This is an optimization exercise on Yosys and OpenROAD, whose aim is small area, a short achievable clock period and few clock cycles per item, not a production implementation.
In this exercise RTL edits were held to simulation tests only and were not proved equivalent to the original.
Power is estimated from default activity; no workload was simulated.

--- flow/run.sh ---
#!/bin/bash
# synth_recipe.tcl (not shown) runs the flow's synth.tcl, then flattens the netlist and writes it again
# the make line also repeats each setting of config.mk as NAME=value (left out here)
make -C /OpenROAD-flow-scripts/flow DESIGN_CONFIG=/design/flow/config.mk WORK_HOME=/design/flow/orfs CLKGATE_MAP_FILE= SYNTH_SCRIPT=/design/flow/synth_recipe.tcl finish
--- flow/config.mk ---
export PLATFORM = sky130hd
export DESIGN_NAME = box_semantic_label_painter_core
export DESIGN_NICKNAME = box_semantic_label_painter_core
export VERILOG_FILES = /design/flow/design.v
export SDC_FILE = /design/flow/constraint.sdc
export NUM_CORES = 4
export LEC_CHECK = 0
export ABC_AREA = 1
export CAP_MARGIN = 20
export CORE_MARGIN = 2
export CORE_UTILIZATION = 40
export SETUP_SLACK_MARGIN = 2.4
export SLEW_MARGIN = 20
--- flow/constraint.sdc ---
create_clock -name core_clock -period 5.0 [get_ports {clk}]
set_input_delay 1.0000 -clock core_clock [delete_from_list [all_inputs] [get_ports {clk}]]
set_output_delay 1.0000 -clock core_clock [all_outputs]
set_load 0.01 [all_outputs]
--- flow/design.v ---
package bslp_pkg;
	localparam int unsigned BSLP_MAX_DET = 32;
	localparam logic [1:0] CMD_CLEAR = 2'd0;
	localparam logic [1:0] CMD_ADD   = 2'd1;
	localparam logic [1:0] CMD_QUERY = 2'd2;
	localparam logic [1:0] STAT_OK       = 2'd0;
	localparam logic [1:0] STAT_LOW_CONF = 2'd1;
	localparam logic [1:0] STAT_FULL     = 2'd2;
	localparam logic [1:0] CFG_MIN_CONF = 2'd0;
	localparam logic [1:0] CFG_IMG_W    = 2'd1;
	localparam logic [1:0] CFG_IMG_H    = 2'd2;
	localparam logic [12:0] IMG_W_RST = 13'd640;
	localparam logic [12:0] IMG_H_RST = 13'd480;
endpackage
module bslp_dp #(
	parameter int unsigned MAX_DETECTIONS = bslp_pkg::BSLP_MAX_DET
) (
	input  logic         clk,
	input  logic         arst_n,
	input  logic         s_fire,
	input  logic [1:0]   s_tuser,
	input  logic [103:0] s_tdata,
	input  logic         cfg_valid,
	input  logic [1:0]   cfg_index,
	input  logic [15:0]  cfg_data,
	output logic         busy,
	output logic         r_v,
	output logic [28:0]  r_d
);
	localparam int unsigned N = MAX_DETECTIONS;
	logic [12:0] in_x, in_y;
	logic [11:0] in_w, in_h;
	logic [9:0]  in_cls;
	logic [15:0] in_conf;
	logic [11:0] in_px, in_py;
	assign in_x    = s_tdata[12:0];
	assign in_y    = s_tdata[25:13];
	assign in_w    = s_tdata[37:26];
	assign in_h    = s_tdata[49:38];
	assign in_cls  = s_tdata[59:50];
	assign in_conf = s_tdata[75:60];
	assign in_px   = s_tdata[87:76];
	assign in_py   = s_tdata[99:88];
	logic [15:0] min_conf_q;
	logic [12:0] img_w_q, img_h_q;
	always_ff @(posedge clk or negedge arst_n) begin
		if (!arst_n) begin
			min_conf_q <= '0;
			img_w_q    <= bslp_pkg::IMG_W_RST;
			img_h_q    <= bslp_pkg::IMG_H_RST;
		end else if (cfg_valid) begin
			case (cfg_index)
				bslp_pkg::CFG_MIN_CONF: min_conf_q <= cfg_data;
				bslp_pkg::CFG_IMG_W:    img_w_q    <= cfg_data[12:0];
				bslp_pkg::CFG_IMG_H:    img_h_q    <= cfg_data[12:0];
				default: ;
			endcase
		end
	end
	logic       is_clr, is_add, is_qry;
	logic       low_conf, full, add_ok;
	logic [5:0] count_q;
	assign is_clr   = s_fire && (s_tuser == bslp_pkg::CMD_CLEAR);
	assign is_add   = s_fire && (s_tuser == bslp_pkg::CMD_ADD);
	assign is_qry   = (s_tuser == bslp_pkg::CMD_QUERY);
	bslp_gt #(.W(16)) u_low_conf (.a(min_conf_q), .b(in_conf), .gt(low_conf));
	assign full     = count_q[5];
	assign add_ok   = is_add && !low_conf && !full;
	always_ff @(posedge clk or negedge arst_n) begin
		if (!arst_n) begin
			count_q <= '0;
		end else if (is_clr) begin
			count_q <= '0;
		end else if (add_ok) begin
			count_q <= count_q + 6'd1;
		end
	end
	logic [13:0] x_last, y_last;    
	logic [11:0]        nx_lo, nx_hi, ny_lo, ny_hi;
	logic               n_live;
	assign x_last = {in_x[12], in_x} + {2'b00, in_w} - 14'd1;
	assign y_last = {in_y[12], in_y} + {2'b00, in_h} - 14'd1;
	assign nx_lo  = in_x[12] ? 12'd0 : in_x[11:0];
	assign ny_lo  = in_y[12] ? 12'd0 : in_y[11:0];
	assign nx_hi  = (!x_last[13] && x_last[12]) ? 12'hFFF : x_last[11:0];
	assign ny_hi  = (!y_last[13] && y_last[12]) ? 12'hFFF : y_last[11:0];
	assign n_live = (in_w != 12'd0) && !x_last[13] && (in_h != 12'd0) && !y_last[13]
	             && (in_conf != 16'd0) && !low_conf;
	logic q_ok;
	logic in_w_ok, in_h_ok;
	bslp_gt #(.W(13)) u_in_w (.a(img_w_q), .b({1'b0, in_px}), .gt(in_w_ok));
	bslp_gt #(.W(13)) u_in_h (.a(img_h_q), .b({1'b0, in_py}), .gt(in_h_ok));
	assign q_ok = is_qry && in_w_ok && in_h_ok;
	localparam int unsigned GS = 8;         
	localparam int unsigned NG = N / GS;    
	logic [N*16-1:0] conf_all;
	logic [N*10-1:0] cls_all;
	logic [N*GS-1:0] beats;      
	logic [N-1:0]    hit;
	for (genvar i = 0; i < N; i++) begin : gen_e
		localparam int unsigned B = (i / GS) * GS;    
		logic [11:0] x_lo_q, x_hi_q, y_lo_q, y_hi_q;
		logic [9:0]  cls_q;
		logic [15:0] conf_q;
		logic        live_q;
		logic        we;
		assign we = is_add && !full && (count_q[4:0] == 5'(i));
		always_ff @(posedge clk) begin
			if (we) begin
				x_lo_q <= nx_lo;
				x_hi_q <= nx_hi;
				y_lo_q <= ny_lo;
				y_hi_q <= ny_hi;
				cls_q  <= in_cls;
				conf_q <= in_conf;
			end
		end
		always_ff @(posedge clk or negedge arst_n) begin
			if (!arst_n) begin
				live_q <= 1'b0;
			end else if (is_clr) begin
				live_q <= 1'b0;
			end else if (we) begin
				live_q <= n_live;
			end
		end
		assign conf_all[i*16 +: 16] = conf_q;
		assign cls_all[i*10 +: 10]  = cls_q;
		logic x_lo_gt, x_hi_lt, y_lo_gt, y_hi_lt;
		bslp_gt #(.W(12)) u_xl (.a(x_lo_q), .b(in_px), .gt(x_lo_gt));
		bslp_gt #(.W(12)) u_xh (.a(in_px), .b(x_hi_q), .gt(x_hi_lt));
		bslp_gt #(.W(12)) u_yl (.a(y_lo_q), .b(in_py), .gt(y_lo_gt));
		bslp_gt #(.W(12)) u_yh (.a(in_py), .b(y_hi_q), .gt(y_hi_lt));
		assign hit[i] = live_q && !x_lo_gt && !x_hi_lt && !y_lo_gt && !y_hi_lt;
		if (i > B) begin : gen_row
			logic [i-B-1:0] gt_d, gt_q;    
			for (genvar j = B; j < i; j++) begin : gen_cmp
				bslp_gt #(.W(16)) u_cmp (.a(in_conf), .b(conf_all[j*16 +: 16]), .gt(gt_d[j-B]));
			end
			always_ff @(posedge clk) begin
				if (we) begin
					gt_q <= gt_d;
				end
			end
			for (genvar j = B; j < i; j++) begin : gen_pair
				assign beats[i*GS+(j-B)] = gt_q[j-B];
				assign beats[j*GS+(i-B)] = !gt_q[j-B];
			end
		end
		assign beats[i*GS+(i-B)] = 1'b1;
	end
	logic [N-1:0] hit_q;
	logic [1:0]   status1_q;
	logic         qok1_q, v1_q;
	always_ff @(posedge clk or negedge arst_n) begin
		if (!arst_n) begin
			v1_q <= 1'b0;
		end else begin
			v1_q <= s_fire;
		end
	end
	always_ff @(posedge clk) begin
		hit_q  <= hit;
		qok1_q <= q_ok;
		if (!is_add) begin
			status1_q <= bslp_pkg::STAT_OK;
		end else if (low_conf) begin
			status1_q <= bslp_pkg::STAT_LOW_CONF;
		end else if (full) begin
			status1_q <= bslp_pkg::STAT_FULL;
		end else begin
			status1_q <= bslp_pkg::STAT_OK;
		end
	end
	logic [N-1:0]     gwin;
	logic [NG*16-1:0] g_conf_d, g_conf;
	logic [NG*10-1:0] g_cls_d, g_cls;
	logic [NG-1:0]    g_any_d, g_any;
	for (genvar i = 0; i < N; i++) begin : gen_gw
		localparam int unsigned B = (i / GS) * GS;
		assign gwin[i] = hit_q[i] && &(~hit_q[B +: GS] | beats[i*GS +: GS]);
	end
	always_comb begin
		g_conf_d = '0;
		g_cls_d  = '0;
		for (int i = 0; i < N; i++) begin
			g_conf_d[(i/GS)*16 +: 16] = g_conf_d[(i/GS)*16 +: 16] | (conf_all[i*16 +: 16] & {16{gwin[i]}});
			g_cls_d[(i/GS)*10 +: 10]  = g_cls_d[(i/GS)*10 +: 10]  | (cls_all[i*10 +: 10]  & {10{gwin[i]}});
		end
		for (int g = 0; g < NG; g++) begin
			g_any_d[g] = |hit_q[g*GS +: GS];
		end
	end
	logic [1:0] status2_q;
	logic       qok2_q, v2_q;
	always_ff @(posedge clk or negedge arst_n) begin
		if (!arst_n) begin
			v2_q <= 1'b0;
		end else begin
			v2_q <= v1_q;
		end
	end
	always_ff @(posedge clk) begin
		g_conf    <= g_conf_d;
		g_cls     <= g_cls_d;
		g_any     <= g_any_d;
		qok2_q    <= qok1_q;
		status2_q <= status1_q;
	end
	logic [NG-1:0] g_win;
	logic [15:0]   sel_conf;
	logic [9:0]    sel_cls;
	logic          found;
	for (genvar g = 0; g < NG; g++) begin : gen_g
		logic [NG-1:0] ok;
		for (genvar o = 0; o < NG; o++) begin : gen_o
			if (o < g) begin : gen_lt
				bslp_gt_fast #(.W(16)) u_cmp (.a(g_conf[g*16 +: 16]), .b(g_conf[o*16 +: 16]), .gt(ok[o]));
			end else if (o > g) begin : gen_gt
				logic o_gt;
				bslp_gt_fast #(.W(16)) u_cmp (.a(g_conf[o*16 +: 16]), .b(g_conf[g*16 +: 16]), .gt(o_gt));
				assign ok[o] = !o_gt;
			end else begin : gen_eq
				assign ok[o] = 1'b1;
			end
		end
		assign g_win[g] = &ok;
	end
	always_comb begin
		sel_conf = '0;
		sel_cls  = '0;
		for (int g = 0; g < NG; g++) begin
			sel_conf = sel_conf | (g_conf[g*16 +: 16] & {16{g_win[g]}});
			sel_cls  = sel_cls  | (g_cls[g*10 +: 10]  & {10{g_win[g]}});
		end
	end
	assign found = qok2_q && |g_any;
	assign busy  = v1_q;
	assign r_v   = v2_q;
	assign r_d   = {status2_q, found ? sel_conf : 16'd0, found ? {1'b0, sel_cls} : 11'h7FF};
endmodule
module bslp_gt #(
	parameter int unsigned W = 16
) (
	input  logic [W-1:0] a,
	input  logic [W-1:0] b,
	output logic         gt
);
	logic [W:0] c;    
	assign c[0] = 1'b0;
	for (genvar k = 0; k < W; k++) begin : gen_bit
		assign c[k+1] = (a[k] && !b[k]) || ((a[k] || !b[k]) && c[k]);
	end
	assign gt = c[W];
endmodule
module bslp_gt_fast #(
	parameter int unsigned W = 16
) (
	input  logic [W-1:0] a,
	input  logic [W-1:0] b,
	output logic         gt
);
	localparam int unsigned P = (W <= 1) ? 1 : (1 << $clog2(W));
	logic [P-1:0] aa, bb, g, l;
	assign aa = P'(a);
	assign bb = P'(b);
	always_comb begin
		g = aa & ~bb;    
		l = ~aa & bb;    
		for (int w = 1; w < P; w = w * 2) begin
			for (int k = 0; k < P; k = k + 2 * w) begin
				g[k] = g[k+w] | (~l[k+w] & g[k]);
				l[k] = l[k+w] | (~g[k+w] & l[k]);
			end
		end
	end
	assign gt = g[0];
endmodule
module bslp_ctrl #(
	parameter int unsigned NSLOT = 4
) (
	input  logic        clk,
	input  logic        arst_n,
	input  logic        s_tvalid,
	output logic        s_tready,
	output logic        s_fire,
	input  logic [1:0]  busy,       
	input  logic        r_v,        
	input  logic [28:0] r_d,        
	output logic        m_tvalid,
	input  logic        m_tready,
	output logic [31:0] m_tdata,
	output logic [1:0]  m_tuser
);
	logic        nrdy_q, vld_q;    
	logic [2:0]  n_q, n_after, n_nxt;
	logic [NSLOT*29-1:0] slot_q;
	logic        deliver;
	assign s_tready = !nrdy_q;
	assign s_fire   = s_tvalid && !nrdy_q;
	assign deliver  = vld_q && m_tready;
	assign n_after  = n_q - {2'b00, deliver};
	assign n_nxt    = n_after + {2'b00, r_v};
	always_ff @(posedge clk or negedge arst_n) begin
		if (!arst_n) begin
			nrdy_q <= 1'b0;
			vld_q <= 1'b0;
			n_q   <= '0;
		end else begin
			n_q   <= n_nxt;
			vld_q <= (n_nxt != 3'd0);
			nrdy_q <= ({1'b0, n_nxt} + {2'b00, busy} + {3'b000, s_fire}) >= 4'(NSLOT);
		end
	end
	for (genvar k = 0; k < NSLOT; k++) begin : gen_slot
		if (k + 1 < NSLOT) begin : gen_mid
			always_ff @(posedge clk) begin
				if (deliver) begin
					slot_q[k*29 +: 29] <= (n_q > 3'(k + 1)) ? slot_q[(k+1)*29 +: 29] : r_d;
				end else if (n_q <= 3'(k)) begin
					slot_q[k*29 +: 29] <= r_d;
				end
			end
		end else begin : gen_last
			always_ff @(posedge clk) begin
				if (deliver || n_q <= 3'(k)) begin
					slot_q[k*29 +: 29] <= r_d;
				end
			end
		end
	end
	assign m_tvalid = vld_q;
	assign m_tuser  = slot_q[28:27];
	assign m_tdata  = {5'b0, slot_q[26:0]};
endmodule
module box_semantic_label_painter_core #(
	parameter int unsigned MAX_DETECTIONS = bslp_pkg::BSLP_MAX_DET
) (
	input  logic         clk,
	input  logic         arst_n,
	input  logic         s_tvalid,
	output logic         s_tready,
	input  logic [103:0] s_tdata,
	input  logic [1:0]   s_tuser,
	output logic         m_tvalid,
	input  logic         m_tready,
	output logic [31:0]  m_tdata,
	output logic [1:0]   m_tuser,
	input  logic         cfg_valid,
	output logic         cfg_ready,
	input  logic [1:0]   cfg_index,
	input  logic [15:0]  cfg_data
);
	logic        s_fire;
	logic        busy;
	logic        r_v;
	logic [28:0] r_d;
	assign cfg_ready = 1'b1;
	bslp_ctrl u_ctrl (
		.clk      (clk),
		.arst_n   (arst_n),
		.s_tvalid (s_tvalid),
		.s_tready (s_tready),
		.s_fire   (s_fire),
		.busy     ({1'b0, busy}),
		.r_v      (r_v),
		.r_d      (r_d),
		.m_tvalid (m_tvalid),
		.m_tready (m_tready),
		.m_tdata  (m_tdata),
		.m_tuser  (m_tuser)
	);
	bslp_dp #(
		.MAX_DETECTIONS (MAX_DETECTIONS)
	) u_dp (
		.clk       (clk),
		.arst_n    (arst_n),
		.s_fire    (s_fire),
		.s_tuser   (s_tuser),
		.s_tdata   (s_tdata),
		.cfg_valid (cfg_valid),
		.cfg_index (cfg_index),
		.cfg_data  (cfg_data),
		.busy      (busy),
		.r_v       (r_v),
		.r_d       (r_d)
	);
endmodule
==> results of run 1 <==
[logic make-up (layout without fill, tap and decap cells)]
family                     count (synthesis)  in the layout  share of synthesized area, %
AOI/OAI and AO/OA                       2320           2322                          12.0
xor gates and xnor gates                  19             19                         0.133
adders and majority gates                 63             63                         0.646
buffers and inverters                   2066           2925                          6.38
DFF                                     2829           2829                          66.2
muxes                                      1              1                       0.00897
other                                      2             12                       0.00598
and+or+nand+nor                         4654           4694                          14.6
[path summary, 6_finish.rpt]
path	start	to	slack (ns)
setup / recovery	s_tdata[1]	u_dp.gen_e[15].x_hi_q[3]	1.72
setup reg to reg	u_dp.hit_q[29]	u_dp.g_conf[60]	2.40
hold / removal	u_dp.qok1_q	u_dp.qok2_q	0.34
max in group asynchronous	arst_n	u_dp.img_w_q[2]	3.61
min in group asynchronous	arst_n	u_ctrl.n_q[2]	0.52
hold reg to reg	u_dp.qok1_q	u_dp.qok2_q	0.34
[synth_stat cells, drive strengths merged, types with 34 or more instances]
cell type  number
dfxtp         146
a22oi          34
a21oi         229
buf           160
nand2        3732
dfrtp          81
a211oi         41
ha             60
o22ai         859
clkbuf        401
o21ai         483
a221oi        135
o221ai         79
nand3         238
o211ai         98
nor3           45
nor2          474
inv          1483
o21bai         55
nand4          41
a22o          135
nand3b         34
edfxtp       2596
or2            67
a31oi          64
[power breakdown]
part | total [W] | internal, W | switching [W] | leakage, nW
registers | 0.0276 | 0.0272 | 0.000344 | 25.7
logic | 0.00957 | 0.00365 | 0.00592 | 29.0
clock network | 0.0225 | 0.0129 | 0.00958 | 4.83
[metal layers]
| layer | vias up | routed length [µm] | GRT usage, % |
|---|---|---|---|
| met2 | 4763 | 192000 | 40.8 |
| met1 | 46000 | 167000 | 34.1 |
| li1 | 43100 | - | - |
| met3 | 850 | 42700 | 4.40 |
| met4 | 14 | 21200 | 10.8 |
| met5 | - | 81 | 0 |
[flip-flops by register name, summed over array words and instances (netlist names), 16 cells and up]
name	cells
u_dp.gen_e.y_hi_q	384
u_dp.gen_e.conf_q	512
u_ctrl.slot_q	116
u_dp.gen_e.live_q	32
u_dp.g_conf	64
u_dp.gen_e.x_lo_q	384
u_dp.gen_e.cls_q	320
u_dp.hit_q	32
u_dp.gen_e.y_lo_q	384
u_dp.min_conf_q	16
u_dp.gen_e.x_hi_q	384
u_dp.g_cls	40
u_dp.gen_e.gen_row.gt_q	112
[worst register-to-register path: stages, from the launching register on]
cell	delay, ns
sky130_fd_sc_hd__dfxtp_1	0.58
sky130_fd_sc_hd__inv_1	0.21
sky130_fd_sc_hd__o22ai_1	0.22
sky130_fd_sc_hd__a211oi_2	0.12
sky130_fd_sc_hd__nand2_2	0.39
sky130_fd_sc_hd__clkinv_4	0.33
sky130_fd_sc_hd__a22o_1	0.29
sky130_fd_sc_hd__a21oi_1	0.17
sky130_fd_sc_hd__o2111ai_1	0.18
[area by class of cell]
type | count | share of cell area (%)
Antenna cell | 6 | 0.00983
Timing Repair Buffer | 841 | 6.84
Clock inverter | 145 | 0.893
Sequential cell | 2829 | 54.4
Inverter | 1505 | 4.04
Timing Repair inverter | 22 | 0.116
Multi-Input combinational cell | 7105 | 24.7
Tap cell | 4140 | 3.39
Clock buffer | 412 | 5.58
[metrics by stage]
stage | utilization [%] | cells | total power [W] | area, µm²
finish | 48.9 | 17000 | 0.0596 | 153000
detailed placement | 42.9 | 16000 | 0.0342 | 134000
global route | 48.9 | 17000 | 0.0614 | 153000
global placement | 42.9 | 16000 | 0.0342 | 134000
CTS | 48.2 | 16900 | 0.0590 | 151000
floorplan | - | 12000 | 0.0316 | 126000
[repair_timing]
action | 4_1_cts | 5_1_grt
hold buffers | 1 | 0
setup endpoints to repair | 3417 | 1667
setup buffers | 250 | 67
endpoints found under the hold margin | 1 | 0
cloned | 111 | 24
pin swaps | 121 | 84
gates resized for setup | 733 | 394
==> results.env, run 1 <==
OUTCOME='no timing/DRC/antenna violations'
DRT.ANTENNA.VIOLATING_NETS=0
FRACTION_OF_POST_SYNTHESIS_CELL_AREA_IN_THE_TOP_CELL_TYPE_BY_AREA_PCT=62.1
RSZ0062_AT_GRT='yes'
DRT-TOTAL-WL_UM=422000
NUMBER_OF_FLOPS_MAPPED_TO_ENABLE_CELLS_BY_YOSYS=2596
CLOCK_TREE.BUFFER_DEPTH=4
NUMBER_OF_GLOBAL_ROUTE_VIAS_BEFORE_REPAIR=87200
TIGHTEST_SLEW_NS=1.21
DRIVE_ABOVE_1_SHARE_PCT=14.7
NETLIST_TOP_CELLS_AREA='sky130_fd_sc_hd__edfxtp_1 (62%), sky130_fd_sc_hd__nand2_1 (11%), sky130_fd_sc_hd__inv_1 (4.4%)'
SYN-MEAN-INSTANCE-AREA_UM2=10.5
CTS-HTREE-LEVELS=5
FINAL.FILL_COUNT=27200
FINAL_CRITICAL_PERIOD_NS=3.28
LIBRARY_CELLS_USED_BY_SYNTHESIS=68
CRITICAL_PATH.SLOWEST_CELL='sky130_fd_sc_hd__fa_2'
GLOBALROUTETOTALUTIL_PCT=25.4
INITIAL_ANTENNA_VIOLATION_COUNT=25
START_UTIL_PCT=40.2
LAYOUT.AREA.SEQ_UM2=83100
MAX-SLEW-MARGIN-REL_PCT=19.4
CLOCK_SKEW_NS=0.0720
CP.BUFFERS_INVERTERS=8
LAYOUT.CELLS.MOST_COMMON='sky130_fd_sc_hd__nand2_1'
MAXIMUM_NUMBER_OF_PINS_ON_ONE_NET_BEFORE_GLOBAL_ROUTE_REPAIR=88
ROUTE.DETAILED.WL_PER_INST_UM=24.8
CPPEAKSTAGEDELAY_NS=0.33
WORSTHOLDPATHTYPE='reg2reg'
FLOORPLAN.CORE_AREA_UM2=312000
VDD_IR_DROP_MAX_mV=0.268
CP_DATA_REQUIRED_TIME_NS=5.74
FIRST_PASS_GRT_WIRE_LENGTH_UM=593000
POWER-PER-CELL-AREA_nW_PER_UM2=390
CRIT_PATH_CELL_TRACE='buf_6, inv_4, ha_4, inv_4, ha_4, inv_2, fa_2, nand3b_1, nand2_2, a21oi_2, o21bai_1, nand2_1, nand2_2, a21oi_4, o21a_1, o21ai_2, nand2_4, buf_12, buf_16, buf_12, nand3_4, buf_12'
VIAS_PER_CELL=5.57
PLACE_WS_NS=0.314
PERIOD_SHARE_PCT=65.6
TRITONCTS='yes'
MOST-COMMON-LAYOUT-CELLS='sky130_fd_sc_hd__nand2_1 (3614), sky130_fd_sc_hd__edfxtp_1 (2596), sky130_fd_sc_hd__inv_1 (1352)'
HOLDWS_NS=0.335
VIAS=94600
FMAX_MHz=305
CLK-INSERTION-DELAY-LATE_NS=0.95
YS_SEQ_AREA_SHARE_PCT=66.2
NUMBER_OF_HOLD_VIOLATIONS_IN_THE_FINAL_REPORT=0
SYNTHESIS.AREA_UM2=126000
CRITPATHKIND='in2reg'
CLOCK_TREE.ROOT_CELL='sky130_fd_sc_hd__clkbuf_16'
DPL.HPWL_UM=246000
WORSTHOLDPATHCELLS=0
MULTI_INPUT_COMB_AREA_UM2=37800
FINALSETUPVIOLATIONS=0
POWER_LEAKAGE_nW=59.6
WORST_PATH_DOMINANT_CELL_FAMILY='buffers and inverters'
CRITPATHCAPTURETYPE='register'
FIRSTDRTPASSITERS=6
FP.DIEH_UM=564
IOS=166
CTS_BUFFERS=308
CLOCK-SINKS=2829
REPORT.FINAL.SLEW_VIOL_COUNT=0
CP_NUM_CELLS=22
TIMING.CRITICAL_PATH.FROM_TYPE='primary input'
FINALSETUPTNS_NS=0
TIMING.REG2REG.WORST_PATH_DEPTH=8
PORT_BUFFERS=155
SYNTHDOMINANTAREACELLTYPE='sky130_fd_sc_hd__edfxtp_1'
DETAILEDROUTE.FIRSTITERATIONVIOLATIONS=12400
WORSTPATHARRIVAL_NS=4.02
YOSYS_WARNINGS=3
CRITICAL-PATH-TOP-CELL-BY-COUNT='sky130_fd_sc_hd__buf_12'
YS_DOMINANT_REG_CELL='sky130_fd_sc_hd__edfxtp_1'
NETS=12800
SYN_INST=12000
GRT_OVERFLOW=0
PLACEMENT_ROWS=205
CTS.REPORTEDPATHS.CLKPINSLEW_NS=0.06
GP_CONGESTION=0.920
DIE_AREA_UM2=318000
SYNTH_ASYNC_SR_FLOP_SHARE_PCT=3.08
SYN_TO_FINAL_GROWTH_PCT=21.7
DIE_WIDTH_UM=564
SYNTH.FF_LATCH_COUNT=2829
DRV_CAP=0
POST-ROUTE-DRC-COUNT=0
FINALWORSTSETUPSLACK_NS=1.72
CRIT_FANOUT=12
Testbench counts, summed over its fixed seeds: cycles 2,259, transactions 2,235.
==> inputs of run 2 (changes only) <==
--- a/flow/design.v
+++ b/flow/design.v
@@ -63,7 +63,7 @@
 	assign is_clr   = s_fire && (s_tuser == bslp_pkg::CMD_CLEAR);
 	assign is_add   = s_fire && (s_tuser == bslp_pkg::CMD_ADD);
 	assign is_qry   = (s_tuser == bslp_pkg::CMD_QUERY);
-	bslp_gt #(.W(16)) u_low_conf (.a(min_conf_q), .b(in_conf), .gt(low_conf));
+	bslp_gt_fast #(.W(16)) u_low_conf (.a(min_conf_q), .b(in_conf), .gt(low_conf));
 	assign full     = count_q[5];
 	assign add_ok   = is_add && !low_conf && !full;
 	always_ff @(posedge clk or negedge arst_n) begin
@@ -78,8 +78,8 @@
 	logic [13:0] x_last, y_last;    
 	logic [11:0]        nx_lo, nx_hi, ny_lo, ny_hi;
 	logic               n_live;
-	assign x_last = {in_x[12], in_x} + {2'b00, in_w} - 14'd1;
-	assign y_last = {in_y[12], in_y} + {2'b00, in_h} - 14'd1;
+	bslp_add_m1 u_x_last (.a({in_x[12], in_x}), .b({2'b00, in_w}), .s(x_last));
+	bslp_add_m1 u_y_last (.a({in_y[12], in_y}), .b({2'b00, in_h}), .s(y_last));
 	assign nx_lo  = in_x[12] ? 12'd0 : in_x[11:0];
 	assign ny_lo  = in_y[12] ? 12'd0 : in_y[11:0];
 	assign nx_hi  = (!x_last[13] && x_last[12]) ? 12'hFFF : x_last[11:0];
@@ -276,6 +276,31 @@
 	end
 	assign gt = g[0];
 endmodule
+module bslp_add_m1 (
+	input  logic [13:0] a,
+	input  logic [13:0] b,
+	output logic [13:0] s
+);
+	logic [13:0] u, v;      
+	logic [15:0] g, p;      
+	logic [13:0] c;         
+	assign u = ~(a ^ b);
+	assign v = {(a[12:0] | b[12:0]), 1'b0};
+	always_comb begin
+		g = {2'b00, u & v};
+		p = {2'b00, u | v};
+		for (int w = 1; w < 16; w = w * 2) begin
+			for (int k = 15; k >= 0; k--) begin
+				if (k >= w) begin
+					g[k] = g[k] | (p[k] & g[k-w]);
+					p[k] = p[k] & p[k-w];
+				end
+			end
+		end
+	end
+	assign c = {g[12:0], 1'b0};
+	assign s = u ^ v ^ c;
+endmodule
 module bslp_ctrl #(
 	parameter int unsigned NSLOT = 4
 ) (
--- a/flow/config.mk
+++ b/flow/config.mk
@@ -9,5 +9,7 @@
 export CAP_MARGIN = 20
 export CORE_MARGIN = 2
 export CORE_UTILIZATION = 40
+export CTS_CLUSTER_DIAMETER = 100
+export CTS_CLUSTER_SIZE = 30
 export SETUP_SLACK_MARGIN = 2.4
 export SLEW_MARGIN = 20
==> run 2 against run 1 <==
  * Global-route usage shrank 1.2 points
  * Non-clock buffer count decreased by 24
  * Clock power down 45%
  * Via count down 1.6%
  * Largest cell class unchanged
==> results.env, run 2 <==
FIRSTDRTPASSITERS=6  # unchanged
MAXIMUM_NUMBER_OF_PINS_ON_ONE_NET_BEFORE_GLOBAL_ROUTE_REPAIR=83  # -5.7%
WORSTPATHARRIVAL_NS=3.50  # -0.52 ns
SYNTH.FF_LATCH_COUNT=2829  # unchanged
NETS=12700  # -0.46%
GP_CONGESTION=0.911  # -0.90%
POWER_SWITCHING_SHARE_PCT=29.3  # +2.7 points
COMB_POWER_SHARE_PCT=20.5  # +4.5 points
CP_DATA_REQUIRED_TIME_NS=5.58  # -0.16 ns
CLOCK_TREE.ROOT_CELL='sky130_fd_sc_hd__clkbuf_16'
TRITONCTS='yes'
SYN_INST=12100  # +1.2%
CLOCK-SINKS=2829  # unchanged
TIMING.REG2REG.WORST_PATH_DEPTH=13  # +5
INITIAL_ANTENNA_VIOLATION_COUNT=22  # -12%
PWR-SHARE-CLK_PCT=24.6  # -13 points
NETLIST_TOP_CELLS_AREA='sky130_fd_sc_hd__edfxtp_1 (62%), sky130_fd_sc_hd__nand2_1 (11%), sky130_fd_sc_hd__inv_1 (4.7%)'
SYNTH_ASYNC_SR_FLOP_SHARE_PCT=3.08  # unchanged
VIAS_PER_CELL=5.55  # -0.28%
DETAILEDROUTE.FIRSTITERATIONVIOLATIONS=12000  # -2.8%
FINALSETUPTNS_NS=0  # unchanged
WORSTHOLDPATHCELLS=0  # unchanged
FF2FF_SETUP_SLACK_NS=2.39  # about the same
VIAS=93200  # -1.6%
SEQPWRFRAC_PCT=54.9  # +8.7 points
FP.DIEH_UM=566  # +0.36%
ROUTE.DETAILED.WL_PER_INST_UM=24.7  # -0.68%
RSZ0062_AT_GRT='yes'
POWER_LEAKAGE_nW=56.7  # -4.9%
SYNTHDOMINANTAREACELLTYPE='sky130_fd_sc_hd__edfxtp_1'
P_SW_W=0.0148  # -6.8%
CTS-HTREE-LEVELS=3  # -2
FLOORPLAN.CORE_AREA_UM2=315000  # +0.82%
SYN-MEAN-INSTANCE-AREA_UM2=10.5  # -0.49%
FINAL_CRITICAL_PERIOD_NS=2.92  # -0.357 ns
YS_SEQ_AREA_SHARE_PCT=65.7  # -0.48 points
DRT-TOTAL-WL_UM=414000  # -2.0%
WORSTHOLDPATHTYPE='reg2reg'
YOSYS-TOP-CELLS-COUNT='sky130_fd_sc_hd__nand2_1 (3633), sky130_fd_sc_hd__edfxtp_1 (2596), sky130_fd_sc_hd__inv_1 (1585)'
FRACTION_OF_POST_SYNTHESIS_CELL_AREA_IN_THE_TOP_CELL_TYPE_BY_AREA_PCT=61.6  # -0.45 points
HOLDWS_NS=0.347  # +0.0114 ns
CRIT_FANOUT=8  # -4
GLOBALROUTETOTALUTIL_PCT=24.3  # -1.2 points
PLACEMENT_ROWS=206  # +0.49%
DESTINATION_OF_THE_WORST_HOLD_PATH='u_dp.qok2_q'
CRITPATHCAPTURETYPE='register'
GRT_OVERFLOW=0  # unchanged
CTS_BUFFERS=116  # -62%
POWER-PER-CELL-AREA_nW_PER_UM2=345  # -12%
DRT.ANTENNA.VIOLATING_NETS=0  # unchanged
DIE_WIDTH_UM=566  # +0.36%
YOSYS_WARNINGS=4  # +1
FINALWORSTSETUPSLACK_NS=2.08  # +0.357 ns
MAX-SLEW-MARGIN-REL_PCT=15.1  # -4.3 points
NUMBER_OF_HOLD_VIOLATIONS_IN_THE_FINAL_REPORT=0  # unchanged
CRITPATHKIND='in2reg'
START_UTIL_PCT=40.2  # about the same
FINALSETUPVIOLATIONS=0  # unchanged
DRV_CAP=0  # unchanged
FINAL.FILL_COUNT=28300  # +4.1%
DPL.HPWL_UM=249000  # +1.3%
CRIT-REG2REG-LAUNCH='u_ctrl.nrdy_q'
CLOCK_TREE.BUFFER_DEPTH=4  # unchanged
SYN_TO_FINAL_GROWTH_PCT=15.6
CRITICAL_HOLD_PATH_STARTPOINT='u_dp.qok1_q'
R2R_ENDPOINT='u_dp.gen_e[2].live_q'
DIE_AREA_UM2=321000  # +0.73%
FIRST_PASS_GRT_WIRE_LENGTH_UM=576000  # -2.8%
POST-ROUTE-DRC-COUNT=0  # unchanged
PERIOD_SHARE_PCT=58.5  # -7.1 points
IOS=166  # unchanged
CRITPATHLAUNCH='s_tdata[27]'
SYNTHMOSTINSTANTIATEDCELL='sky130_fd_sc_hd__nand2_1'
PORT_BUFFERS=155  # unchanged
NUMBER_OF_FLOPS_MAPPED_TO_ENABLE_CELLS_BY_YOSYS=2596  # unchanged
LAYOUT.CELLS.MOST_COMMON='sky130_fd_sc_hd__nand2_1'
VDD_IR_DROP_MAX_mV=0.316  # +18%
NUMBER_OF_GLOBAL_ROUTE_VIAS_BEFORE_REPAIR=83800  # -3.9%
SYNTHESIS.AREA_UM2=126000  # +0.74%
DRIVE_ABOVE_1_SHARE_PCT=13.2  # -1.5 points
REPORT.FINAL.SLEW_VIOL_COUNT=0  # unchanged
PLACE_WS_NS=0.514  # +0.200 ns
CTS.REPORTEDPATHS.CLKPINSLEW_NS=0.11  # +0.05 ns
TOP_REGISTER='u_dp.gen_e.conf_q'
TIMING.CRITICAL_PATH.FROM_TYPE='primary input'
CLK-INSERTION-DELAY-LATE_NS=0.97  # +0.02 ns
CLOCK_SKEW_NS=0.0864  # +0.0144 ns
MOST-COMMON-LAYOUT-CELLS='sky130_fd_sc_hd__nand2_1 (3544), sky130_fd_sc_hd__edfxtp_1 (2596), sky130_fd_sc_hd__inv_1 (1477)'
YS_DOMINANT_REG_CELL='sky130_fd_sc_hd__edfxtp_1'
OUTCOME='no timing/DRC/antenna violations'
TIGHTEST_SLEW_NS=1.27  # +0.0612 ns
INTPOWER_W=0.0357  # -19%
FMAX_MHz=342  # +12%
LIBRARY_CELLS_USED_BY_SYNTHESIS=60  # -12%
MAX_FFS_PER_REGISTER=512  # unchanged
run 2: cell types whose count changed after synthesis, sizes merged, moves of 52 or more:
cell,change
nor2,-61
o22ai,-53
nand2,-90
o21ai,+96
inv,+121
a21oi,-52
nand3,+76
run 2: timing repair:
item / 4_1_cts / 5_1_grt
pin swaps: 119 / 124
buffers inserted: 173 / 106
resized for setup: 716 / 456
endpoints found under the hold margin: 1 / 0
gates cloned: 75 / 44
hold buffers: 1 / 0
endpoints found under the setup margin: 2586 / 1685
run 2: worst max path at each step:
stage	endpoint	slack [ns]	depth (start not counted)
6_report	u_dp.gen_e[19].x_hi_q[5]	2.08	19
5_1_grt	u_dp.gen_e[19].x_hi_q[5]	2.02	19
4_1_cts	u_dp.gen_e[6].x_hi_q[11]	2.16	19
3_5_place_dp	u_dp.gen_e[9].y_hi_q[4]	0.51	21
3_3_place_gp	u_dp.gen_e[8].y_hi_q[5]	0.51	21
2_1_floorplan	u_dp.gen_e[0].x_hi_q[3]	1.49	16
run 2: critical path, cell delays in order:
cell                       delay [ns]
sky130_fd_sc_hd__buf_6           0.07
sky130_fd_sc_hd__inv_4           0.03
sky130_fd_sc_hd__ha_4            0.25
sky130_fd_sc_hd__inv_2           0.04
sky130_fd_sc_hd__ha_4            0.15
sky130_fd_sc_hd__fa_2            0.37
sky130_fd_sc_hd__nand2_2         0.10
sky130_fd_sc_hd__nand2_4         0.06
sky130_fd_sc_hd__a21oi_4         0.17
sky130_fd_sc_hd__o21ai_2         0.08
sky130_fd_sc_hd__a21boi_2        0.16
sky130_fd_sc_hd__inv_1           0.07
sky130_fd_sc_hd__a21oi_2         0.13
sky130_fd_sc_hd__o21bai_2        0.09
sky130_fd_sc_hd__nand2_2         0.12
sky130_fd_sc_hd__buf_6           0.11
sky130_fd_sc_hd__buf_12          0.13
sky130_fd_sc_hd__buf_16          0.22
sky130_fd_sc_hd__nand2_8         0.14
run 2: routing by layer:
layer / vias to the layer above / track usage, % / routed length (µm)
li1: 42800 / - / -
met1: 45600 / 34.3 / 172000
met2: 4236 / 38.1 / 185000
met3: 579 / 3.38 / 38400
met4: 10 / 8.94 / 18400
met5: - / 0 / 64
run 2: power by group through the flow:
stage	combinational [W]	sequential [W]	clock (W)
after detailed placement	0.00700	0.0282	0
after floorplan	0.00432	0.0280	0
after CTS	0.00871	0.0277	0.0126
after global placement	0.00695	0.0282	0
after global routing	0.0110	0.0278	0.0133
final	0.0104	0.0277	0.0124
run 2: area by class of cell:
type	count	area, µm²	share of cell area [%]
Tap cell	4160	5200	3.56
Clock buffer	177	3270	2.24
Multi-Input combinational cell	7128	38300	26.2
Timing Repair inverter	17	139	0.0950
Timing Repair Buffer	817	9230	6.31
Sequential cell	2829	83200	56.9
Inverter	1622	6470	4.42
Antenna cell	4	10.0	0.00684
Clock inverter	31	407	0.278
run 2: logic make-up (layout without fill, tap and decap cells):
kind of cell	Yosys count	after routing	share of synthesized area [%]
simple gates	4646	4693	14.7
flops	2829	2829	65.7
compound gates	2323	2323	12.0
buf+inv	2195	2664	6.67
fa+ha+maj	85	85	0.859
xor+xnor	19	19	0.132
other cells	2	10	0.00594
mux	2	2	0.0178
run 2: through the flow:
step | util (%) | cells | total power [W] | instance area [µm²]
3_3_place_gp | 42.8 | 16200 | 0.0351 | 135000
5_1_grt | 46.5 | 16800 | 0.0520 | 146000
2_1_floorplan | - | 12100 | 0.0323 | 127000
3_5_place_dp | 42.8 | 16200 | 0.0352 | 135000
4_1_cts | 45.4 | 16600 | 0.0489 | 143000
6_report | 46.5 | 16800 | 0.0504 | 146000
Testbench counts of run 2, summed over its fixed seeds: cycles 2,259, transactions 2,235.
==> inputs of run 3 (changes only) <==
--- a/flow/design.v
+++ b/flow/design.v
@@ -97,31 +97,58 @@
 	logic [N*10-1:0] cls_all;
 	logic [N*GS-1:0] beats;      
 	logic [N-1:0]    hit;
+	logic        st_v, st_live;
+	logic [4:0]  st_idx;
+	logic [11:0] st_x_lo, st_x_hi, st_y_lo, st_y_hi;
+	logic        st_xl_gt, st_xh_lt, st_yl_gt, st_yh_lt, st_hit;
+	always_ff @(posedge clk or negedge arst_n) begin
+		if (!arst_n) begin
+			st_v <= 1'b0;
+		end else begin
+			st_v <= is_add && !full;
+		end
+	end
+	always_ff @(posedge clk) begin
+		st_idx  <= count_q[4:0];
+		st_live <= n_live;
+		st_x_lo <= nx_lo;
+		st_x_hi <= nx_hi;
+		st_y_lo <= ny_lo;
+		st_y_hi <= ny_hi;
+	end
+	bslp_gt #(.W(12)) u_st_xl (.a(st_x_lo), .b(in_px), .gt(st_xl_gt));
+	bslp_gt #(.W(12)) u_st_xh (.a(in_px), .b(st_x_hi), .gt(st_xh_lt));
+	bslp_gt #(.W(12)) u_st_yl (.a(st_y_lo), .b(in_py), .gt(st_yl_gt));
+	bslp_gt #(.W(12)) u_st_yh (.a(in_py), .b(st_y_hi), .gt(st_yh_lt));
+	assign st_hit = st_v && st_live && !st_xl_gt && !st_xh_lt && !st_yl_gt && !st_yh_lt;
 	for (genvar i = 0; i < N; i++) begin : gen_e
 		localparam int unsigned B = (i / GS) * GS;    
 		logic [11:0] x_lo_q, x_hi_q, y_lo_q, y_hi_q;
 		logic [9:0]  cls_q;
 		logic [15:0] conf_q;
 		logic        live_q;
-		logic        we;
-		assign we = is_add && !full && (count_q[4:0] == 5'(i));
+		logic        we, st_we;
+		assign we    = is_add && !full && (count_q[4:0] == 5'(i));
+		assign st_we = st_v && (st_idx == 5'(i));
 		always_ff @(posedge clk) begin
 			if (we) begin
-				x_lo_q <= nx_lo;
-				x_hi_q <= nx_hi;
-				y_lo_q <= ny_lo;
-				y_hi_q <= ny_hi;
 				cls_q  <= in_cls;
 				conf_q <= in_conf;
 			end
+			if (st_we) begin
+				x_lo_q <= st_x_lo;
+				x_hi_q <= st_x_hi;
+				y_lo_q <= st_y_lo;
+				y_hi_q <= st_y_hi;
+			end
 		end
 		always_ff @(posedge clk or negedge arst_n) begin
 			if (!arst_n) begin
 				live_q <= 1'b0;
 			end else if (is_clr) begin
 				live_q <= 1'b0;
-			end else if (we) begin
-				live_q <= n_live;
+			end else if (st_we) begin
+				live_q <= st_live;
 			end
 		end
 		assign conf_all[i*16 +: 16] = conf_q;
@@ -131,7 +158,8 @@
 		bslp_gt #(.W(12)) u_xh (.a(in_px), .b(x_hi_q), .gt(x_hi_lt));
 		bslp_gt #(.W(12)) u_yl (.a(y_lo_q), .b(in_py), .gt(y_lo_gt));
 		bslp_gt #(.W(12)) u_yh (.a(in_py), .b(y_hi_q), .gt(y_hi_lt));
-		assign hit[i] = live_q && !x_lo_gt && !x_hi_lt && !y_lo_gt && !y_hi_lt;
+		assign hit[i] = (live_q && !x_lo_gt && !x_hi_lt && !y_lo_gt && !y_hi_lt)
+		             || (st_hit && (st_idx == 5'(i)));
 		if (i > B) begin : gen_row
 			logic [i-B-1:0] gt_d, gt_q;    
 			for (genvar j = B; j < i; j++) begin : gen_cmp
@@ -337,7 +365,18 @@
 			nrdy_q <= ({1'b0, n_nxt} + {2'b00, busy} + {3'b000, s_fire}) >= 4'(NSLOT);
 		end
 	end
-	for (genvar k = 0; k < NSLOT; k++) begin : gen_slot
+	logic        h_hold, h_next, h_new;
+	logic [28:0] head_d;
+	assign h_hold = !deliver && (n_q != 3'd0);
+	assign h_next = deliver && (n_q >= 3'd2);
+	assign h_new  = !h_hold && !h_next;
+	assign head_d = ({29{h_hold}} & slot_q[28:0])
+	              | ({29{h_next}} & slot_q[57:29])
+	              | ({29{h_new}}  & r_d);
+	always_ff @(posedge clk) begin
+		slot_q[28:0] <= head_d;
+	end
+	for (genvar k = 1; k < NSLOT; k++) begin : gen_slot
 		if (k + 1 < NSLOT) begin : gen_mid
 			always_ff @(posedge clk) begin
 				if (deliver) begin
--- a/flow/config.mk
+++ b/flow/config.mk
@@ -9,7 +9,7 @@
 export CAP_MARGIN = 20
 export CORE_MARGIN = 2
 export CORE_UTILIZATION = 40
-export CTS_CLUSTER_DIAMETER = 100
-export CTS_CLUSTER_SIZE = 30
+export CTS_CLUSTER_DIAMETER = 80
+export CTS_CLUSTER_SIZE = 20
 export SETUP_SLACK_MARGIN = 2.4
 export SLEW_MARGIN = 20
==> run 3 against run 2 <==
  * Still clean on timing, DRC and antenna
  * Cell area up 0.65%
  * Sequential cell count increased by 55
  * Sequential share of layout area up 0.18 points
  * Area after synthesis increased by 2.5%
  * Power down 2.0%
  * Clock skew down 0.032 ns
  * Via count up 2.7%
  * Worst setup slack improved by 0.25 ns
  * Fmax increased by 9.3%
  * Critical path type unchanged
  * Largest cell class unchanged
==> results.env, run 3 <==
OUTCOME='no timing/DRC/antenna violations'
SYN_TO_FINAL_GROWTH_PCT=13.5
FLOORPLAN.CORE_AREA_UM2=323000  # +2.8%
WORSTPATHARRIVAL_NS=3.48  # -0.02 ns
M1_WL_UM=172000  # +0.18%
CRITPATHKIND='in2reg'
NETS=13300  # +4.4%
FIRSTDRTPASSITERS=8  # +2
FINAL.FILL_COUNT=29700  # +5.1%
CELL_TOTAL_AFTER_PLACEMENT=17000  # +5.3%
IOS=166  # unchanged
NUMBER_OF_GLOBAL_ROUTE_VIAS_BEFORE_REPAIR=87100  # +3.9%
CRIT_PATH_CELL_TRACE='buf_8, inv_12, ha_4, inv_4, ha_4, fa_2, a221oi_4, o21ai_2, a31oi_4, o21ai_2, a21oi_2, buf_4, nand3b_1, buf_4, buf_12, nand2_2'
NUMBER_OF_FLOPS_MAPPED_TO_ENABLE_CELLS_BY_YOSYS=2567  # -1.1%
GRT_OVERFLOW=0  # unchanged
CP.BUFFERS_INVERTERS=6  # -1
POWER-PER-CELL-AREA_nW_PER_UM2=336  # -2.7%
TIMING.CRITICAL_PATH.FROM_TYPE='primary input'
FINAL_CRITICAL_PERIOD_NS=2.68  # -0.248 ns
CPPEAKSTAGEDELAY_NS=0.39  # +0.02 ns
SYNTHMOSTINSTANTIATEDCELL='sky130_fd_sc_hd__nand2_1'
DIE_WIDTH_UM=573  # +1.2%
WORSTHOLDPATHTYPE='in2reg'
FP.DIEH_UM=573  # +1.2%
CRIT_FANOUT=6  # -2
SYNTH.FF_LATCH_COUNT=2884  # +1.9%
TOPROUTINGLAYERUSED='met5'
CLK-INSERTION-DELAY-LATE_NS=0.91  # -0.06 ns
SYNTH_ASYNC_SR_FLOP_SHARE_PCT=3.05  # -0.024 points
WL_MET3_UM=37000  # -3.6%
RSZ0062_AT_GRT='yes'
VIAS_PER_CELL=5.45  # -1.8%
LAYOUT.CELLS.MOST_COMMON='sky130_fd_sc_hd__nand2_1'
DRT.ANTENNA.VIOLATING_NETS=0  # unchanged
REPORT.FINAL.SLEW_VIOL_COUNT=0  # unchanged
MAX_FFS_PER_REGISTER=512  # unchanged
DRV_CAP=0  # unchanged
FINALSETUPTNS_NS=0  # unchanged
SYNTHESIS.AREA_UM2=130000  # +2.5%
DETAILEDROUTE.FIRSTITERATIONVIOLATIONS=11400  # -5.2%
FINALSETUPVIOLATIONS=0  # unchanged
CTS-HTREE-LEVELS=4  # +1
TRITONCTS='yes'
GP_CONGESTION=0.949  # +4.1%
POST-ROUTE-DRC-COUNT=0  # unchanged
CLOCK-SINKS=2884  # +1.9%
CLOCK_TREE.ROOT_CELL='sky130_fd_sc_hd__clkbuf_16'
NETLIST_TOP_CELLS_AREA='sky130_fd_sc_hd__edfxtp_1 (59%), sky130_fd_sc_hd__nand2_1 (12%), sky130_fd_sc_hd__inv_1 (5.1%)'
TIGHTEST_SLEW_NS=1.12  # -0.151 ns
VIAS=95700  # +2.7%
DPL.HPWL_UM=263000  # +5.7%
CLOCK_SKEW_NS=0.0542  # -0.0321 ns
DRT-TOTAL-WL_UM=413000  # -0.18%
NUMBER_OF_HOLD_VIOLATIONS_IN_THE_FINAL_REPORT=0  # unchanged
YS_DOMINANT_REG_CELL='sky130_fd_sc_hd__edfxtp_1'
MAX-SLEW-MARGIN-REL_PCT=25.5  # +10 points
TOP_REGISTER='u_dp.gen_e.conf_q'
SYN_INST=12800  # +5.8%
INITIAL_ANTENNA_VIOLATION_COUNT=20  # -9.1%
MET2_ROUTED_WL_UM=186000  # +0.42%
MOST-COMMON-LAYOUT-CELLS='sky130_fd_sc_hd__nand2_1 (3950), sky130_fd_sc_hd__edfxtp_1 (2567), sky130_fd_sc_hd__inv_1 (1655)'
FMAX_MHz=374  # +9.3%
ROUTE.DETAILED.WL_PER_INST_UM=23.5  # -4.6%
SYNTHDOMINANTAREACELLTYPE='sky130_fd_sc_hd__edfxtp_1'
CP_DATA_REQUIRED_TIME_NS=5.80  # +0.22 ns
VDD_IR_DROP_MAX_mV=0.331  # +4.9%
CLOCK_TREE.BUFFER_DEPTH=4  # unchanged
GLOBALROUTETOTALUTIL_PCT=24.1  # -0.21 points
CRITPATHCAPTURETYPE='register'
YS_SEQ_AREA_SHARE_PCT=64.7  # -0.99 points
YOSYS-TOP-CELLS-COUNT='sky130_fd_sc_hd__nand2_1 (4020), sky130_fd_sc_hd__edfxtp_1 (2567), sky130_fd_sc_hd__inv_1 (1750)'
SYN-MEAN-INSTANCE-AREA_UM2=10.1  # -3.1%
POWER_LEAKAGE_nW=58.7  # +3.6%
DRIVE_ABOVE_1_SHARE_PCT=11.1  # -2.2 points
CTS.REPORTEDPATHS.CLKPINSLEW_NS=0.08  # -0.03 ns
LAYOUTNONFILLERINSTCOUNT=17600  # +4.6%
YOSYS_WARNINGS=4  # unchanged
START_UTIL_PCT=40.1  # -0.10 points
PERIOD_SHARE_PCT=53.5  # -5.0 points
MAXIMUM_NUMBER_OF_PINS_ON_ONE_NET_BEFORE_GLOBAL_ROUTE_REPAIR=93  # +12%
PLACEMENT_ROWS=209  # +1.5%
CRITICAL_PATH.SLOWEST_CELL='sky130_fd_sc_hd__fa_2'
CTS_BUFFERS=177  # +53%
DIE_AREA_UM2=329000  # +2.5%
FRACTION_OF_POST_SYNTHESIS_CELL_AREA_IN_THE_TOP_CELL_TYPE_BY_AREA_PCT=59.4  # -2.2 points
LIBRARY_CELLS_USED_BY_SYNTHESIS=67  # +12%
PORT_BUFFERS=155  # unchanged
WORST_PATH_DOMINANT_CELL_FAMILY='compound AO/OA/AOI/OAI gates'
FIRST_PASS_GRT_WIRE_LENGTH_UM=589000  # +2.2%
[run 3: cell count changes after synthesis, sizes merged, moves of 42 or more]
| cell | previous run | this run |
|---|---|---|
| a21oi | 177 | 220 |
| dfxtp | 146 | 229 |
| inv | 1604 | 1772 |
| nand2 | 3642 | 4035 |
| o211ai | 91 | 41 |
| o221ai | 51 | 9 |
[run 3: kinds of logic after synthesis]
group	synth area share, %
xor+xnor	0.128
flops	64.7
other cells	0.00579
simple gates	15.8
mux	0.0174
compound gates	11.5
buf+inv	7.08
fa+ha+maj	0.838
[run 3: per-layer routing]
metal	up-vias	GRT usage [%]
met5	-	0
met1	46600	33.6
met3	649	3.25
met4	6	9.09
met2	4180	38.2
li1	44300	-
[run 3: path summary, 6_finish.rpt]
check / end / depth (start not counted) / startpoint / slack (ns)
hold reg to reg: u_dp.status2_q[1] / 0 / u_dp.status1_q[1] / 0.33
hold / removal: u_dp.st_x_lo[1] / 3 / s_tdata[1] / 0.33
max in group asynchronous: u_dp.count_q[1] / 3 / arst_n / 3.60
setup / recovery: u_dp.st_x_hi[3] / 16 / s_tdata[1] / 2.32
setup reg to reg: u_dp.g_cls[27] / 9 / u_dp.hit_q[23] / 2.38
min in group asynchronous: u_ctrl.n_q[2] / 2 / arst_n / 0.49
[run 3: worst reg2reg max path: stages (launching register included)]
cell and delay (ns):
sky130_fd_sc_hd__dfxtp_2 0.58, sky130_fd_sc_hd__nand2_1 0.12, sky130_fd_sc_hd__nand2_1 0.08, sky130_fd_sc_hd__a221oi_1 0.05
sky130_fd_sc_hd__nand2_1 0.10, sky130_fd_sc_hd__buf_4 0.25, sky130_fd_sc_hd__clkinvlp_4 0.18, sky130_fd_sc_hd__buf_4 0.20
sky130_fd_sc_hd__a211oi_1 0.53, sky130_fd_sc_hd__nand3_1 0.31
[run 3: where the power goes]
part | switching, W | internal (W) | total (W)
sequential | 0.000614 | 0.0274 | 0.0280
combinational | 0.00411 | 0.00182 | 0.00593
clock | 0.00828 | 0.00721 | 0.0155
[run 3: repair_timing]
item | in CTS | in global routing
pin swaps | 71 | 94
buffers inserted | 115 | 60
setup endpoints to repair | 1486 | 1237
endpoints found under the hold margin | 7 | 0
hold buffers | 1 | 0
cloned | 25 | 15
resized for setup | 421 | 353
[run 3: area by class of cell]
class                   count  area [µm²]  share of cell area [%]
repair inverters           20         161                   0.110
multi-input cells        7551       38400                    26.1
repair buffers            661        6510                    4.42
inverters                1798        7270                    4.94
clock inverters            39         483                   0.328
clock buffers             270        4930                    3.35
well taps                4325        5410                    3.68
diodes                      7        17.5                  0.0119
flip-flops and latches   2884       84000                    57.1
[run 3: stage by stage]
step	util (%)	hold WS [ns]	power, W	worst slack (ns)	cell area, µm²
final	45.5	0.327	0.0494	2.32	147000
after global routing	45.5	0.313	0.0510	2.28	147000
after CTS	45.0	0.333	0.0494	2.11	146000
after detailed placement	42.5	0.314	0.0340	0.632	138000
after global placement	42.5	0.312	0.0339	0.650	138000
after floorplan	-	0.310	0.0315	1.69	130000
Testbench counts of run 3, summed over its fixed seeds: cycles 2,259, transactions 2,235.
==> inputs of run 4 (changes only) <==
--- a/flow/config.mk
+++ b/flow/config.mk
@@ -9,7 +9,5 @@
 export CAP_MARGIN = 20
 export CORE_MARGIN = 2
 export CORE_UTILIZATION = 40
-export CTS_CLUSTER_DIAMETER = 80
-export CTS_CLUSTER_SIZE = 20
 export SETUP_SLACK_MARGIN = 2.4
 export SLEW_MARGIN = 20
==> run 4 against run 3 <==
  * Critical endpoint is now u_dp.st_x_hi[7]
  * Routed wire length up 0.51%
  * Count of clock-buffer cells in the layout increased by 151
  * Area after synthesis did not move
  * First-iteration DRC count fell by 1.8%
==> results.env, run 4 <==
DRV_CAP=0  # unchanged
DRT-TOTAL-WL_UM=415000  # +0.51%
VDD_IR_DROP_MAX_mV=0.309  # -6.7%
GLOBALROUTETOTALUTIL_PCT=24.2  # +0.17 points
FMAX_MHz=366  # -2.2%
P_SW_W=0.0146  # +12%
INITIAL_ANTENNA_VIOLATION_COUNT=20  # unchanged
CELL_TOTAL_AFTER_PLACEMENT=17000  # unchanged
RSZ0062_AT_GRT='yes'
PLACEMENT_ROWS=209  # unchanged
CLOCK_TREE.ROOT_CELL='sky130_fd_sc_hd__clkbuf_16'
BUSIEST_LAYER='met2'
CTS_BUFFERS=314  # +77%
CLOCK_TREE.BUFFER_DEPTH=4  # unchanged
TIGHTEST_SLEW_NS=1.12  # +0.00416 ns
GRTUSAGEMET3_PCT=3.95  # +0.69 points
SYN-MEAN-INSTANCE-AREA_UM2=10.1  # unchanged
IOS=166  # unchanged
NUMBER_OF_FLOPS_MAPPED_TO_ENABLE_CELLS_BY_YOSYS=2567  # unchanged
MULTI_INPUT_COMB_AREA_UM2=38300  # -0.22%
PERIOD_SHARE_PCT=54.7  # +1.2 points
MAXIMUM_NUMBER_OF_PINS_ON_ONE_NET_BEFORE_GLOBAL_ROUTE_REPAIR=93  # unchanged
OUTCOME='no timing/DRC/antenna violations'
DRT.ANTENNA.VIOLATING_NETS=0  # unchanged
FIRSTDRTPASSITERS=6  # -2
FLOORPLAN.CORE_AREA_UM2=323000  # unchanged
POWER-PER-CELL-AREA_nW_PER_UM2=377  # +12%
LAYOUT.CELLS.MOST_COMMON='sky130_fd_sc_hd__nand2_1'
START_UTIL_PCT=40.1  # unchanged
POWER_SWITCHING_SHARE_PCT=25.5  # -0.82 points
DIE_WIDTH_UM=573  # unchanged
SYNTHMOSTINSTANTIATEDCELL='sky130_fd_sc_hd__nand2_1'
SYN_TO_FINAL_GROWTH_PCT=17.2
VIAS_PER_CELL=5.42  # -0.57%
TOP_REGISTER='u_dp.gen_e.conf_q'
CTS.REPORTEDPATHS.CLKPINSLEW_NS=0.06  # -0.02 ns
YS_DOMINANT_REG_CELL='sky130_fd_sc_hd__edfxtp_1'
CRITPATHCAPTURETYPE='register'
VIAS=96600  # +0.97%
GRTUSAGEMET2_PCT=38.1  # -0.064 points
LAYOUTNONFILLERINSTCOUNT=17800  # +1.5%
CLOCK-SINKS=2884  # unchanged
CRIT_FANOUT=6  # unchanged
INTPOWER_W=0.0426  # +17%
HOLDWS_NS=0.315  # -0.0111 ns
FRACTION_OF_POST_SYNTHESIS_CELL_AREA_IN_THE_TOP_CELL_TYPE_BY_AREA_PCT=59.4  # unchanged
CRITPATHKIND='in2reg'
PORT_BUFFERS=155  # unchanged
DRIVE_ABOVE_1_SHARE_PCT=12.5  # +1.4 points
CP_DATA_REQUIRED_TIME_NS=5.79  # about the same
COMB_POWER_SHARE_PCT=10.4  # -1.6 points
YS_SEQ_AREA_SHARE_PCT=64.7  # unchanged
GP_CONGESTION=0.949  # unchanged
NUMBER_OF_HOLD_VIOLATIONS_IN_THE_FINAL_REPORT=0  # unchanged
FINAL.FILL_COUNT=29300  # -1.5%
YOSYS-TOP-CELLS-COUNT='sky130_fd_sc_hd__nand2_1 (4020), sky130_fd_sc_hd__edfxtp_1 (2567), sky130_fd_sc_hd__inv_1 (1750)'
FINALSETUPVIOLATIONS=0  # unchanged
CTS-HTREE-LEVELS=5  # +1
GR-USAGE-MET1_PCT=33.4  # -0.23 points
CLOCK_SKEW_NS=0.0594  # +0.00512 ns
NETS=13400  # +1.0%
ROUTE.DETAILED.WL_PER_INST_UM=23.3  # -1.0%
POST-ROUTE-DRC-COUNT=0  # unchanged
TRITONCTS='yes'
FINALSETUPTNS_NS=0  # unchanged
SYNTHESIS.AREA_UM2=130000  # unchanged
REPORT.FINAL.SLEW_VIOL_COUNT=0  # unchanged
MAX_FFS_PER_REGISTER=512  # unchanged
LAYOUT.AREA.SEQ_UM2=84000  # about the same
DETAILEDROUTE.FIRSTITERATIONVIOLATIONS=11200  # -1.8%
TIMING.CRITICAL_PATH.FROM_TYPE='primary input'
POWER_LEAKAGE_nW=61.1  # +4.0%
LIBRARY_CELLS_USED_BY_SYNTHESIS=67  # unchanged
FIRST_PASS_GRT_WIRE_LENGTH_UM=593000  # +0.81%
SYNTHDOMINANTAREACELLTYPE='sky130_fd_sc_hd__edfxtp_1'
FINAL_CRITICAL_PERIOD_NS=2.74  # +0.0598 ns
NETLIST_TOP_CELLS_AREA='sky130_fd_sc_hd__edfxtp_1 (59%), sky130_fd_sc_hd__nand2_1 (12%), sky130_fd_sc_hd__inv_1 (5.1%)'
DIE_AREA_UM2=329000  # unchanged
SYNTH_ASYNC_SR_FLOP_SHARE_PCT=3.05  # unchanged
PWR-SHARE-CLK_PCT=40.6  # +9.3 points
YOSYS_WARNINGS=4  # unchanged
FP.DIEH_UM=573  # unchanged
CLK-INSERTION-DELAY-LATE_NS=0.93  # +0.02 ns
MAX-SLEW-MARGIN-REL_PCT=25.3  # -0.18 points
DPL.HPWL_UM=263000  # unchanged
MOST-COMMON-LAYOUT-CELLS='sky130_fd_sc_hd__nand2_1 (3956), sky130_fd_sc_hd__edfxtp_1 (2567), sky130_fd_sc_hd__inv_1 (1662)'
SEQPWRFRAC_PCT=49.0  # -7.7 points
WORSTHOLDPATHTYPE='in2reg'
GRT_OVERFLOW=0  # unchanged
WORSTPATHARRIVAL_NS=3.52  # +0.04 ns
SYN_INST=12800  # unchanged
SYNTH.FF_LATCH_COUNT=2884  # unchanged
NUMBER_OF_GLOBAL_ROUTE_VIAS_BEFORE_REPAIR=88900  # +2.1%
[run 4: cell counts after synthesis]
No cell type changed its count.
[run 4: metal layers]
layer  part of all wire, %  routed length (µm)  up-vias
met3                   9.3               38600      733
met1                    41              171000    46800
li1                      -                   -    44700
met4                   4.6               19200        6
met2                    45              186000     4351
met5                0.0099                  41        -
[run 4: worst paths after layout]
kind | start | to | slack [ns] | cells after the start
setup / recovery | s_tdata[1] | u_dp.st_x_hi[7] | 2.26 | 16
hold / removal | s_tdata[1] | u_dp.st_x_lo[1] | 0.32 | 3
setup reg to reg | u_dp.hit_q[0] | u_dp.g_cls[2] | 2.39 | 10
hold reg to reg | u_dp.status1_q[1] | u_dp.status2_q[1] | 0.33 | 0
max in group asynchronous | arst_n | u_dp.min_conf_q[14] | 3.62 | 3
min in group asynchronous | arst_n | u_ctrl.nrdy_q | 0.46 | 2
[run 4: final cells by class]
cell class | instances | share of cell area, %
diodes | 13 | 0.0214
clock buffers | 421 | 5.78
clock inverters | 157 | 0.955
inverters | 1798 | 4.79
multi-input cells | 7548 | 25.2
flip-flops and latches | 2884 | 55.3
well taps | 4325 | 3.56
repair buffers | 660 | 4.25
repair inverters | 21 | 0.112
[run 4: critical path, stage by stage]
cell	delay, ns
sky130_fd_sc_hd__buf_8	0.09
sky130_fd_sc_hd__inv_12	0.03
sky130_fd_sc_hd__ha_4	0.24
sky130_fd_sc_hd__inv_2	0.03
sky130_fd_sc_hd__ha_4	0.15
sky130_fd_sc_hd__fa_2	0.39
sky130_fd_sc_hd__a221oi_4	0.29
sky130_fd_sc_hd__o21ai_2	0.12
sky130_fd_sc_hd__a31oi_2	0.21
sky130_fd_sc_hd__buf_4	0.14
sky130_fd_sc_hd__o21ai_2	0.05
sky130_fd_sc_hd__a21oi_1	0.15
sky130_fd_sc_hd__buf_4	0.13
sky130_fd_sc_hd__nand3b_1	0.22
sky130_fd_sc_hd__clkbuf_16	0.21
sky130_fd_sc_hd__nand2_2	0.04
[run 4: power by group through the flow]
stage	combinational [W]	sequential [W]	clock [W]
final	0.00593	0.0281	0.0232
after global routing	0.00644	0.0281	0.0245
after CTS	0.00570	0.0281	0.0235
after detailed placement	0.00541	0.0285	0
after global placement	0.00535	0.0285	0
after floorplan	0.00309	0.0284	0
[run 4: logic make-up (layout without fill, tap and decap cells)]
logic type,after synthesis,in the layout,synth area share [%]
xor gates and xnor gates,19,19,0.128
buffers and inverters,2380,3057,7.08
and+or+nand+nor,5118,5123,15.8
adders and majority gates,85,85,0.838
DFF,2884,2884,64.7
other,2,19,0.00579
muxes,2,2,0.0174
AOI/OAI and AO/OA,2313,2313,11.5
[run 4: through the flow]
stage          area (µm²)  util (%)  setup WS, ns  total power, W
3_3_place_gp       138000      42.5         0.650          0.0339
6_report           152000      47.0          2.26          0.0572
2_1_floorplan      130000         -          1.69          0.0315
5_1_grt            152000      47.0          2.20          0.0590
4_1_cts            150000      46.5          2.13          0.0573
3_5_place_dp       138000      42.5         0.632          0.0340
[run 4: what timing repair did]
item,CTS,global route
hold buffers,1,0
resized for setup,476,278
cloned,22,14
endpoints found under the hold margin,7,0
endpoints found under the setup margin,1431,1115
pin swaps,78,59
setup buffers,117,59

[separate check: timing with driven ports]
The flow's constraints put no driver on any port. The routed layouts listed below were extracted and timed again, unchanged, in two steps. Step 1 sets driving cells, clkbuf_16 on the clock port and buf_2 on the other inputs (assumed; they add their load-dependent delay and slew). Step 2 times the ports against the registers' clock, not the clock port: input delays grow and output delays shrink by t, the midpoint of the rising clock arrivals with the driver on. a / b / c = no drivers / after step 1 / after step 2; a / b = the first two.
run | t (ns) | setup slack, ns | worst setup path at the end | worst slew at a driven data input, ns
run 1 | 1.016 | 1.719 / 1.785 / 0.769 | input to register | 0.18
run 2 | 1.022 | 2.076 / 2.137 / 1.115 | input to register | 0.18
run 3 | 1.003 | 2.325 / 2.339 / 1.378 | input to register | 0.19
run 4 | 1.014 | 2.265 / 2.324 / 1.310 | input to register | 0.19
After both steps setup and hold are still met in every run listed. For run 2, which loses most, drivers alone change the setup slack by +0.061 ns; drivers and shift together by -0.961 ns.
